This is an optimization exercise on Yosys and OpenROAD, whose aim is small area, not a production implementation. Function was checked by simulation only, so behaviour that the tests miss may differ from the original. No activity file was given, so power comes from the tool's default toggle rates. The flow treats the clock pin as an ideal source, which a real chip does not have.

File: flow/run.sh
#!/bin/bash
# Own flow: the standard layout (standard.sh) with these changes:
#  * after global placement, flow/rebuf.tcl rebuilds the buffer trees of the
#    two enables that reach about a thousand flip-flops each: one buf_8 per
#    compact group of about 128 loads, and drops the other buffers that
#    timing-driven placement added (later repair steps size and buffer
#    where slew, load or timing need it);
#  * the clock tree's root and trunk use clkbuf_16, its leaves drive small
#    clusters through clkbuf_8, without dummy loads;
#  * every input and output port is buffered with buf_2.
# make's full output goes to standard.log here; ORFS keeps each step's log
# under orfs/logs/.
set -euo pipefail
CTS_ARGS="-sink_clustering_enable -repair_clock_nets -dont_use_dummy_load"
CTS_ARGS+=" -buf_list sky130_fd_sc_hd__clkbuf_8"
CTS_ARGS+=" -root_buf sky130_fd_sc_hd__clkbuf_16 -tree_buf sky130_fd_sc_hd__clkbuf_16"
CTS_ARGS+=" -sink_clustering_size 18 -sink_clustering_max_diameter 55"
bash standard.sh "CTS_ARGS=$CTS_ARGS" "POST_GLOBAL_PLACE_TCL=$PWD/flow/rebuf.tcl" \
    "BUFFER_PORTS_ARGS=-buffer_cell sky130_fd_sc_hd__buf_2" finish > standard.log 2>&1
File: config.mk
export PLATFORM = sky130hd
export DESIGN_NAME = avg_line_sink
export DESIGN_NICKNAME = avg_line_sink
export VERILOG_FILES = /design/flow/design.v
export SDC_FILE = /design/flow/constraint.sdc
export NUM_CORES = 4
export LEC_CHECK = 0
export CAP_MARGIN = 20
export CORE_MARGIN = 2
export CORE_UTILIZATION = 40
export PLACE_DENSITY = 0.8
export SETUP_SLACK_MARGIN = 0.2
export SLEW_MARGIN = 20
export SYNTH_HIERARCHICAL = 1
export SYNTH_MINIMUM_KEEP_SIZE = 0
File: flow/rebuf.tcl
# Rebuild the buffer trees of very high-fanout signal nets: remove the
# buffers that placement put on them, then drive the loads through one buffer
# per compact group of loads.
proc rb_is_buf {inst} {
  set m [[$inst getMaster] getName]
  return [regexp {__(buf_[0-9]+|clkbuf_[0-9]+)$} $m]
}
proc rb_out_net {inst} {
  foreach it [$inst getITerms] { if {[$it isOutputSignal]} { return [$it getNet] } }
  return "NULL"
}
proc rb_driver {net} {
  foreach it [$net getITerms] { if {[$it isOutputSignal]} { return [$it getInst] } }
  return "NULL"
}
# loads of net through buffers: returns {bufs sinks}
proc rb_tree {net} {
  set bufs {}; set sinks {}
  set todo [list $net]
  while {[llength $todo]} {
    set n [lindex $todo 0]; set todo [lrange $todo 1 end]
    foreach it [$n getITerms] {
      if {![$it isInputSignal]} continue
      set inst [$it getInst]
      if {[rb_is_buf $inst]} {
        lappend bufs $inst
        set o [rb_out_net $inst]
        if {$o ne "NULL"} { lappend todo $o }
      } else { lappend sinks $it }
    }
    if {[llength [$n getBTerms]]} { return {} }
  }
  return [list $bufs $sinks]
}
proc rb_rebuffer {min_sinks group buf_cell} {
  set block [ord::get_db_block]
  set done 0
  set roots {}
  foreach net [$block getNets] {
    if {[$net getSigType] ne "SIGNAL"} continue
    set drv [rb_driver $net]
    if {$drv eq "NULL" || [rb_is_buf $drv]} continue
    set t [rb_tree $net]
    if {![llength $t]} continue
    if {[llength [lindex $t 1]] >= $min_sinks} { lappend roots [$net getName] }
  }
  foreach nname $roots {
    set net [$block findNet $nname]
    set drv [rb_driver $net]
    if {$drv eq "NULL" || [rb_is_buf $drv]} continue
    set t [rb_tree $net]
    if {![llength $t]} continue
    lassign $t bufs sinks
    if {[llength $sinks] < $min_sinks} continue
    set nname [$net getName]
    puts "rebuffer: net $nname driver [$drv getName] sinks [llength $sinks] buffers [llength $bufs]"
    if {[llength $bufs]} {
      set cells {}
      foreach b $bufs { lappend cells [get_cells [$b getName]] }
      rsz::remove_buffers_cmd $cells
    }
    # the root net now drives every sink; group sinks by location
    set pts {}
    foreach pin [get_pins -of_objects [get_nets $nname]] {
      if {[get_property $pin direction] ne "input"} continue
      set it [sta::sta_to_db_pin $pin]
      if {$it eq "NULL" || $it eq ""} continue
      lassign [[$it getInst] getLocation] x y
      lappend pts [list $pin $x $y]
    }
    set n [llength $pts]
    set ng [expr {int(ceil(double($n) / $group))}]
    set ncol [expr {int(ceil(sqrt($ng)))}]
    set pts [lsort -integer -index 1 $pts]
    set percol [expr {int(ceil(double($n) / $ncol))}]
    set net [$block findNet $nname]
    set k 0
    for {set c 0} {$c < $ncol} {incr c} {
      set col [lsort -integer -index 2 [lrange $pts [expr {$c*$percol}] [expr {($c+1)*$percol-1}]]]
      set nin [expr {int(ceil(double([llength $col]) / $group))}]
      if {$nin < 1} continue
      set per [expr {int(ceil(double([llength $col]) / $nin))}]
      for {set g 0} {$g < $nin} {incr g} {
        set grp [lrange $col [expr {$g*$per}] [expr {($g+1)*$per-1}]]
        if {![llength $grp]} continue
        if {[llength $grp] < 1} continue
        set sx 0; set sy 0; set lp {}
        foreach q $grp { set sx [expr {$sx + [lindex $q 1]}]; set sy [expr {$sy + [lindex $q 2]}]; lappend lp [lindex $q 0] }
        set cx [expr {$sx / [llength $grp] / 1000.0}]; set cy [expr {$sy / [llength $grp] / 1000.0}]
        insert_buffer -buffer_cell $buf_cell -net [get_nets $nname] -load_pins $lp -location [list $cx $cy] -buffer_name "rebuf_${done}_$k"
        incr k
      }
    }
    puts "rebuffer: net $nname now $k buffers"
    incr done
  }
}

# Drop the other buffers that timing-driven placement added; later repair
# steps size gates and buffer only where slew, load or timing need it.
proc rb_drop_placement_buffers {} {
  set cells {}
  foreach inst [[ord::get_db_block] getInsts] {
    set n [$inst getName]
    if {[rb_is_buf $inst] && ![regexp {^(input|output|rebuf_)} $n]} {
      lappend cells [get_cells $n]
    }
  }
  puts "rebuffer: dropping [llength $cells] placement buffers"
  if {[llength $cells]} { rsz::remove_buffers_cmd $cells }
}

# Nets with at least 300 loads (the line store's shift and load enables):
# one buf_8 per group of about 128 loads.
rb_rebuffer 300 128 sky130_fd_sc_hd__buf_8
rb_drop_placement_buffers
File: standard.sh
#!/bin/bash
# synth_recipe.tcl (not shown) runs the flow's synth.tcl, then flattens the netlist and writes it again
# the make line also repeats each setting of config.mk as NAME=value (left out here)
make -C /OpenROAD-flow-scripts/flow DESIGN_CONFIG=/design/flow/config.mk WORK_HOME=/design/flow/orfs CLKGATE_MAP_FILE= SYNTH_SCRIPT=/design/flow/synth_recipe.tcl "${@:-finish}"
File: design.v
module avg_line_sink #(
    parameter int PIXEL_WIDTH  = 8,
    parameter int IMAGE_WIDTH  = 128,
    parameter int IMAGE_HEIGHT = 4,
    parameter int SUM_WIDTH    = PIXEL_WIDTH + $clog2(IMAGE_WIDTH)
) (
    input  logic                              clk,
    input  logic                              arstn,
    input  logic [PIXEL_WIDTH-1:0]            din_data,
    input  logic                              din_valid,
    output logic [$clog2(IMAGE_WIDTH)-1:0]    col,
    output logic [$clog2(IMAGE_HEIGHT+1)-1:0] row,
    output logic                              line_done,
    output logic [SUM_WIDTH-1:0]              line_sum,
    output logic                              frame_done,
    output logic                              rd_avail,
    output logic                              rd_bank,
    input  logic                              rd_en,
    input  logic [$clog2(IMAGE_WIDTH)-1:0]    rd_addr,
    output logic [PIXEL_WIDTH-1:0]            rd_data,
    input  logic                              rd_release,
    output logic                              overflow
);
    localparam int CW = $clog2(IMAGE_WIDTH);
    localparam int RW = $clog2(IMAGE_HEIGHT + 1);
    localparam int HW = $clog2(IMAGE_HEIGHT);
    localparam logic [CW-1:0] COL_LAST = CW'(IMAGE_WIDTH - 1);
    localparam logic [HW-1:0] ROW_LAST = HW'(IMAGE_HEIGHT - 1);
    logic [1:0]             bank_full;
    logic                   wbank;
    logic [HW-1:0]          row_q;
    logic [SUM_WIDTH-1:0]   acc;
    logic [SUM_WIDTH-1:0]   acc_base;
    logic                   accept;
    logic                   drop;
    logic                   last_col;
    logic                   commit;
    logic                   release_ok;
    logic                   load_r;
    logic [PIXEL_WIDTH-1:0] wline [0:IMAGE_WIDTH-2];
    logic [PIXEL_WIDTH-1:0] xpix;
    logic [PIXEL_WIDTH-1:0] rline [0:IMAGE_WIDTH-1];
    assign accept     = din_valid && !bank_full[wbank];
    assign drop       = din_valid &&  bank_full[wbank];
    assign last_col   = (col == COL_LAST);
    assign commit     = accept && last_col;
    assign rd_avail   = |bank_full;
    assign release_ok = rd_release && rd_avail;
    assign load_r     = (commit && (!rd_avail || release_ok)) ||
                        (release_ok && (&bank_full));
    assign row = RW'(row_q);
    always_ff @(posedge clk or negedge arstn) begin
        if (!arstn) begin
            bank_full <= 2'b00;
        end else begin
            for (int b = 0; b < 2; b++) begin
                if (release_ok && (rd_bank == 1'(b))) bank_full[b] <= 1'b0;
                if (commit && (wbank == 1'(b)))       bank_full[b] <= 1'b1;
            end
        end
    end
    always_ff @(posedge clk) begin
        if (accept && !last_col) begin
            wline[0] <= din_data;
            for (int k = 1; k < IMAGE_WIDTH - 1; k++) wline[k] <= wline[k-1];
        end
        if (commit) begin
            xpix <= din_data;
        end
        if (load_r) begin
            rline[0] <= commit ? din_data : xpix;
            for (int k = 1; k < IMAGE_WIDTH; k++) rline[k] <= wline[k-1];
        end
    end
    localparam int NGRP = (IMAGE_WIDTH + 2) / 3;
    logic [IMAGE_WIDTH-1:0] rd_sel;
    logic [PIXEL_WIDTH-1:0] rd_word;
    always_comb begin
        for (int k = 0; k < IMAGE_WIDTH; k++) rd_sel[k] = (rd_addr == CW'(COL_LAST - k));
    end
    for (genvar b = 0; b < PIXEL_WIDTH; b++) begin : g_rd_bit
        logic [NGRP-1:0] grp_n;
        for (genvar j = 0; j < NGRP; j++) begin : g_grp
            logic [2:0] s;
            logic [2:0] d;
            for (genvar i = 0; i < 3; i++) begin : g_in
                localparam int K = (3 * j + i < IMAGE_WIDTH) ? 3 * j + i : IMAGE_WIDTH - 1;
                assign s[i] = rd_sel[K];
                assign d[i] = rline[K][b];
            end
            avg_line_sink_aoi3 u_aoi (.s(s), .d(d), .y(grp_n[j]));
        end
        assign rd_word[b] = ~&grp_n;
    end
    assign acc_base = (col == '0) ? '0 : acc;
    always_ff @(posedge clk) begin
        if (accept) begin
            acc <= acc_base + SUM_WIDTH'(din_data);
        end
    end
    always_ff @(posedge clk or negedge arstn) begin
        if (!arstn) begin
            col        <= '0;
            row_q      <= '0;
            line_done  <= 1'b0;
            frame_done <= 1'b0;
            line_sum   <= '0;
            wbank      <= 1'b0;
            rd_bank    <= 1'b0;
            rd_data    <= '0;
            overflow   <= 1'b0;
        end else begin
            line_done  <= commit;
            frame_done <= commit && (row_q == ROW_LAST);
            if (accept) begin
                col <= col + CW'(1);
            end
            if (commit) begin
                line_sum <= acc_base + SUM_WIDTH'(din_data);
                wbank    <= ~wbank;
                row_q    <= row_q + HW'(1);
            end
            if (drop) begin
                overflow <= 1'b1;
            end
            if (release_ok) begin
                rd_bank <= ~rd_bank;
            end
            if (rd_en) begin
                rd_data <= rd_word;
            end
        end
    end
endmodule
module avg_line_sink_aoi3 (
    input  logic [2:0] s,
    input  logic [2:0] d,
    output logic       y
);
    assign y = ~((s[0] & d[0]) | (s[1] & d[1]) | (s[2] & d[2]));
endmodule
File: constraint.sdc
create_clock -name core_clock -period 4.0 [get_ports {clk}]
set_input_delay 0.8000 -clock core_clock [delete_from_list [all_inputs] [get_ports {clk}]]
set_output_delay 0.8000 -clock core_clock [all_outputs]
set_load 0.01 [all_outputs]
==> results of run 1 <==
## cells by family (layout without fill, tap and decap cells)
kind of cell / Yosys count / after routing / share of synthesized area
flops: 2102 / 2102 / 0.912
mux: 23 / 23 / 0.00374
simple gates: 337 / 337 / 0.0243
fa+ha+maj: 12 / 12 / 0.00229
xor+xnor: 21 / 21 / 0.00267
compound gates: 378 / 378 / 0.0531
buf+inv: 28 / 224 / 0.00196
other cells: 1 / 2 / 0.0000544
## state kept, by name, summed over array words and instances, names as in the netlist, 2 cells and up
register,flops
acc,15
bank_full,2
col,7
line_sum,15
rd_data,8
rline,1024
row_q,2
wline,1016
xpix,8
## where the power goes
group	total, W	switching, W	internal, W
clock	0.00949	0.00595	0.00354
sequential	0.0247	0.000230	0.0244
combinational	0.00126	0.000879	0.000384
## synthesized netlist by cell type, types with 11 or more instances
| library cell | count |
|---|---|
| edfxtp_1 | 2055 |
| a222oi_1 | 344 |
| nor2_1 | 150 |
| nand4_1 | 91 |
| dfrtp_1 | 39 |
| nand2_1 | 22 |
| mux2_2 | 20 |
| clkbuf_1 | 17 |
| nand3_1 | 16 |
| nor4_1 | 16 |
| and2_1 | 12 |
| ha_1 | 11 |
| xor2_1 | 11 |
## path summary, 6_finish.rpt
path,start,end,slack [ns],cells after the start
max,rd_addr[0],rd_data[6],0.18,8
min,arstn,rd_data[3],0.07,1
max reg2reg,wbank,rline[77][2],0.39,8
min reg2reg,wline[37][5],rline[38][5],0.39,0
max in group asynchronous,arstn,bank_full[0],3.51,1
min in group core_clock,din_data[0],wline[0][0],0.30,1
## through the flow
step                cells  hold slack, ns
finish               5409          0.0684
detailed placement   5268           0.411
floorplan            2902           0.400
CTS                  5408           0.205
global placement     5444           0.402
global route         5408          0.0698
## Yosys stat by module, one instance, submodules excluded
module,times used,cells
avg_line_sink,1,2558
avg_line_sink_aoi3,344,1
## metal layers
layer | share of wire | vias to the layer above | wire [um] | track usage
met5 | 0 | - | 0 | 0
met4 | 0.033 | 0 | 4410 | 0.0526
met3 | 0.11 | 281 | 15600 | 0.0320
met2 | 0.47 | 2094 | 64300 | 0.238
met1 | 0.38 | 15800 | 51300 | 0.204
li1 | - | 12900 | - | -
## final cells by class
type | count | area share
Timing Repair Buffer | 78 | 0.00853
Multi-Input combinational cell | 772 | 0.0805
Antenna cell | 1 | 0.0000336
Tap cell | 2310 | 0.0388
Inverter | 6 | 0.000302
Sequential cell | 2102 | 0.843
Clock buffer | 140 | 0.0284
## worst max-delay path, cell delays in order
cell	delay [ns]
buf_2	0.15
nor2b_1	0.19
nand3_1	0.64
nor2_1	0.41
a222oi_1	0.71
nand4_1	0.35
nor4_1	0.89
a31oi_1	0.21
==> results.cfg, run 1 <==
[setup_path]
path_max_fanout = 8
worstSetupPathType = in2reg
arrival_ns = 4.39
cp-end-kind = register
critPathLaunchType = input port
required_ns = 4.57

[cells_and_area]
seqCellArea_um2 = 62800
postLayoutCoreUtil = 0.435
nFillCells = 13800
final_common_cell = edfxtp_1
drive_above_1_share = 0.0826
multi_input_area_um2 = 6000
nets = 3132
final_cell_mix = edfxtp_1 (2,055), a222oi_1 (344), nor2_1 (145)
fin_area_um2 = 74500
syn_to_final_growth_pct = 8.12

[die]
rows = 152
start_util = 0.402
ioPinCount = 58
dieWidth_um = 419
die_area_um2 = 176000
die_h_um = 419
coreArea_um2 = 171000

[logic_synthesis]
syn_area_um2 = 68900
yosysTopAreaCellShare = 0.895
syn_nets = 2934
seq_area_frac_synth = 0.912
ys_types = 47
synthArstFlopShare = 0.0186
synth_edf_count = 2055
synth-seq-cells = 2102
synth-main-ff-cell = edfxtp_1
synthTopCellsByArea = edfxtp_1 (90%), a222oi_1 (5.0%), dfrtp_1 (1.4%)
yosysWarnings = 9
yosys.area.top_type = edfxtp_1
syn_inst = 2902
synth.avg_cell_area_um2 = 23.7

[placement]
post-place-ws_ns = -0.537
place.port_buffers = 56
place_area_um2 = 72400
post-dp-hpwl_mm = 87.3

[global_route]
grt_overflow_total = 0
gr-usage-all-layers = 0.149
antenna_found_initial = 0
grt_pass1_wl_mm = 194
grt_max_degree = 115
grt_pass1_vias = 29800

[sta]
slew_viol_final = 0
tns_ns = 0
setup-violations-final = 0
worst_slack_ns = 0.179
fin_skew_ns = 0.0772
hold_viol_final = 0
tightest_slew_ns = 1.20
slew_headroom = 0.195
rsz0062_at_grt = false
max_freq_mhz = 262
post-route-period-util = 0.955
period_minus_slack_ns = 3.82

[drt]
via_per_inst = 5.74
drt_pass1_iterations = 12
dr.first_iter.drc_count = 6805
wirelength_mm = 136
num_vias = 31000
wire_per_inst_um = 25.1
drc = 0
antenna_left = 0

[clock_tree]
post_cts_resized = 0
cts-root-buf = clkbuf_16
cts_buffers = 140
htreeDepth = 4
cts_max_path_buffers = 3
clk_pin_slew_ns = 0.11
cts_tree = yes
clk_latency_ns = 0.76
postCtsSetupBuffers = 0
postCtsHoldBufs = 0
clock_sinks = 2102

[power]
finalPower_w = 0.0354
power.density_nw_per_um2 = 475
ir_worst_vdd_uv = 463
p_leak_nw = 19.2

[run]
maxCapViolCount = 0

[run_status]
status = timing/DRC/antenna clean

[min_path]
hold_path_class = in2async
==> inputs of run 2 (changes only) <==
--- a/flow/run.sh
+++ b/flow/run.sh
@@ -8,4 +8,4 @@
 #  * the clock tree's root and trunk use clkbuf_16, its leaves drive small
-#    clusters through clkbuf_8, without dummy loads;
-#  * every input and output port is buffered with buf_2.
+#    clusters through clkbuf_16, without dummy loads;
+#  * every input and output port is buffered with buf_1.
 # make's full output goes to standard.log here; ORFS keeps each step's log
@@ -14,6 +14,6 @@
 CTS_ARGS="-sink_clustering_enable -repair_clock_nets -dont_use_dummy_load"
-CTS_ARGS+=" -buf_list sky130_fd_sc_hd__clkbuf_8"
+CTS_ARGS+=" -buf_list sky130_fd_sc_hd__clkbuf_16"
 CTS_ARGS+=" -root_buf sky130_fd_sc_hd__clkbuf_16 -tree_buf sky130_fd_sc_hd__clkbuf_16"
-CTS_ARGS+=" -sink_clustering_size 18 -sink_clustering_max_diameter 55"
+CTS_ARGS+=" -sink_clustering_size 32 -sink_clustering_max_diameter 70"
 bash standard.sh "CTS_ARGS=$CTS_ARGS" "POST_GLOBAL_PLACE_TCL=$PWD/flow/rebuf.tcl" \
-    "BUFFER_PORTS_ARGS=-buffer_cell sky130_fd_sc_hd__buf_2" finish > standard.log 2>&1
+    "BUFFER_PORTS_ARGS=-buffer_cell sky130_fd_sc_hd__buf_1" finish > standard.log 2>&1
==> results.cfg, run 2 <==
[run_status]
status = timing/DRC/antenna clean

[logic_synthesis]
synthArstFlopShare = 0.0186
seq_area_frac_synth = 0.912
yosysWarnings = 9
syn_inst = 2902
yosysTopAreaCellShare = 0.895
synth_edf_count = 2055
synth-main-ff-cell = edfxtp_1
synthTopCellsByArea = edfxtp_1 (90%), a222oi_1 (5.0%), dfrtp_1 (1.4%)
ys_types = 47
syn_area_um2 = 68900
synthMostInstantiatedCell = edfxtp_1
synth.avg_cell_area_um2 = 23.7
yosys.area.top_type = edfxtp_1
syn_nets = 2934
synthTopCellsByCount = edfxtp_1 (2,055), a222oi_1 (344), nor2_1 (150)
synth-seq-cells = 2102

[placement]
place.port_buffers = 56
post-dp-hpwl_mm = 86.6
place_area_um2 = 72300

[drt]
drt_pass1_iterations = 9
antenna_left = 0
drc = 0
wirelength_mm = 137
wire_per_inst_um = 25.5
via_per_inst = 5.75
dr.first_iter.drc_count = 7244
num_vias = 30800

[sta]
hold_viol_final = 0
period_minus_slack_ns = 3.82
slew_headroom = 0.243
setup-violations-final = 0
fin_skew_ns = 0.0645
max_freq_mhz = 261
post-route-period-util = 0.956
slew_viol_final = 0
rsz0062_at_grt = true
tightest_slew_ns = 1.13

[clock_tree]
clk_latency_ns = 0.70
clk_pin_slew_ns = 0.11
cts_buffers = 84
htreeDepth = 3
cts_tree = yes
cts_max_path_buffers = 3
clock_sinks = 2102
postCtsHoldBufs = 0
cts-root-buf = clkbuf_16

[setup_path]
path_max_fanout = 8
worstSetupPathType = in2reg
required_ns = 4.52
critPathLaunchType = input port
cp-end-kind = register
arrival_ns = 4.34

[cells_and_area]
syn_to_final_growth_pct = 8.07
final_cell_mix = edfxtp_1 (2,055), a222oi_1 (344), nor2_1 (146)
drive_above_1_share = 0.0496
nets = 3077
postLayoutCoreUtil = 0.435
fin_area_um2 = 74500
final_common_cell = edfxtp_1
reg_top3 = rline x1024, wline x1016
top_register = rline
largest_reg_flops = 1024

[global_route]
grt_pass1_vias = 29600
grt_overflow_total = 0
antenna_found_initial = 7
gr-usage-all-layers = 0.150
grt_max_degree = 115
grt_pass1_wl_mm = 195

[die]
rows = 152
start_util = 0.402
die_h_um = 419
coreArea_um2 = 171000
ioPinCount = 58
die_area_um2 = 176000
dieWidth_um = 419

[min_path]
hold_path_class = in2async

[run]
maxCapViolCount = 0

[power]
finalPower_w = 0.0355
p_leak_nw = 18.9
ir_worst_vdd_uv = 359
power.density_nw_per_um2 = 477
[run 2: cell counts after synthesis]
No cell type changed its count.
[run 2: cell families (layout without fill, tap and decap cells)]
group / count (synthesis) / in the layout / synth area share
xor gates and xnor gates: 21 / 21 / 0.00267
AOI/OAI and AO/OA: 378 / 378 / 0.0531
muxes: 23 / 23 / 0.00374
DFF: 2102 / 2102 / 0.912
and+or+nand+nor: 337 / 337 / 0.0243
adders and majority gates: 12 / 12 / 0.00229
buffers and inverters: 28 / 169 / 0.00196
other: 1 / 5 / 0.0000544
[run 2: worst paths after layout]
check,from,to,slack [ns],cells past startpoint
min in group core_clock,din_valid,overflow,0.33,3
max in group asynchronous,arstn,rd_data[1],3.44,1
max,rd_addr[3],rd_data[1],0.18,8
min,arstn,line_sum[8],0.09,1
min reg2reg,wline[61][4],rline[62][4],0.41,0
max reg2reg,wbank,rline[117][4],0.39,8
[run 2: routing by layer]
metal	global-route usage	part of all wire	vias to the layer above
met5	0	0.000095	-
met4	0.0504	0.033	2
met3	0.0286	0.11	243
met2	0.244	0.48	2143
met1	0.203	0.37	15600
li1	-	-	12800
[run 2: area by class of cell]
cell class	count	area [um^2]
multi-input combinational	772	6020
timing repair buffer	79	589
clock buffer	84	2100
tap	2310	2890
sequential	2102	62800
fill	13900	96900
inverter	6	22.5
antenna	4	10.0
[run 2: what timing repair did]
| item | CTS | global route |
|---|---|---|
| setup endpoints to repair | 0 | 29 |
| hold endpoints to repair | 0 | 0 |
| buffers inserted | 0 | 0 |
| gates resized for setup | 0 | 9 |
[run 2: per-module statistics from Yosys, one instance, submodules excluded]
module              flops+latches  cell area (um^2)
avg_line_sink                2102             65500
avg_line_sink_aoi3              0              10.0
[run 2: through the flow]
step                      setup TNS (ns)  instances  hold WS, ns  setup slack, ns
after floorplan                        -       2902        0.400           -15.02
final                                  0       5357       0.0897            0.175
after CTS                              0       5353        0.296            0.205
after detailed placement           -3.36       5269        0.405           -0.561
after global placement             -1.45       5380        0.404           -0.340
after global routing                   0       5355        0.101            0.198
[run 2: worst max-delay path, cell delays in order]
cell      delay [ns]
buf_1           0.36
nor2_1          0.18
nand2_1         0.64
nor2_1          0.43
a222oi_1        0.64
nand4_1         0.39
nor4_1          0.71
a31oi_1         0.18
[run 2: power breakdown]
group	switching [W]	internal [W]	total, W	leakage, nW
sequential	0.000267	0.0244	0.0247	15.8
clock	0.00585	0.00379	0.00963	1.04
combinational	0.000849	0.000368	0.00122	2.06

-- static timing again, ports no longer ideal --
The flow's constraints put no driver on any port. The routed layouts listed below were extracted and timed again, unchanged, in two steps. Step 1 assumes that a clkbuf_16 drives the clock port and a buf_2 every other input. Step 2 times the ports against the registers' clock, not the clock port: input delays grow and output delays shrink by t, the midpoint of the rising clock arrivals with the driver on. Three values: ideal, step 1, step 2; two values: the first two.
run | shift t [ns] | setup slack, ns | worst register clock-pin slew, ns | worst data-port slew with drivers (ns) | cell pins on the clock port's net
run 1 | 0.784 | 0.179 / 0.230 / -0.554 | 0.11 / 0.11 | 0.08 | 1
run 2 | 0.756 | 0.175 / 0.228 / -0.528 | 0.12 / 0.12 | 0.13 | 1
Met with ideal ports but missed after step 2: setup timing in run 1 and run 2. The setup slack of run 1, which loses most, moves by +0.051 ns with the drivers and by -0.733 ns with both steps.
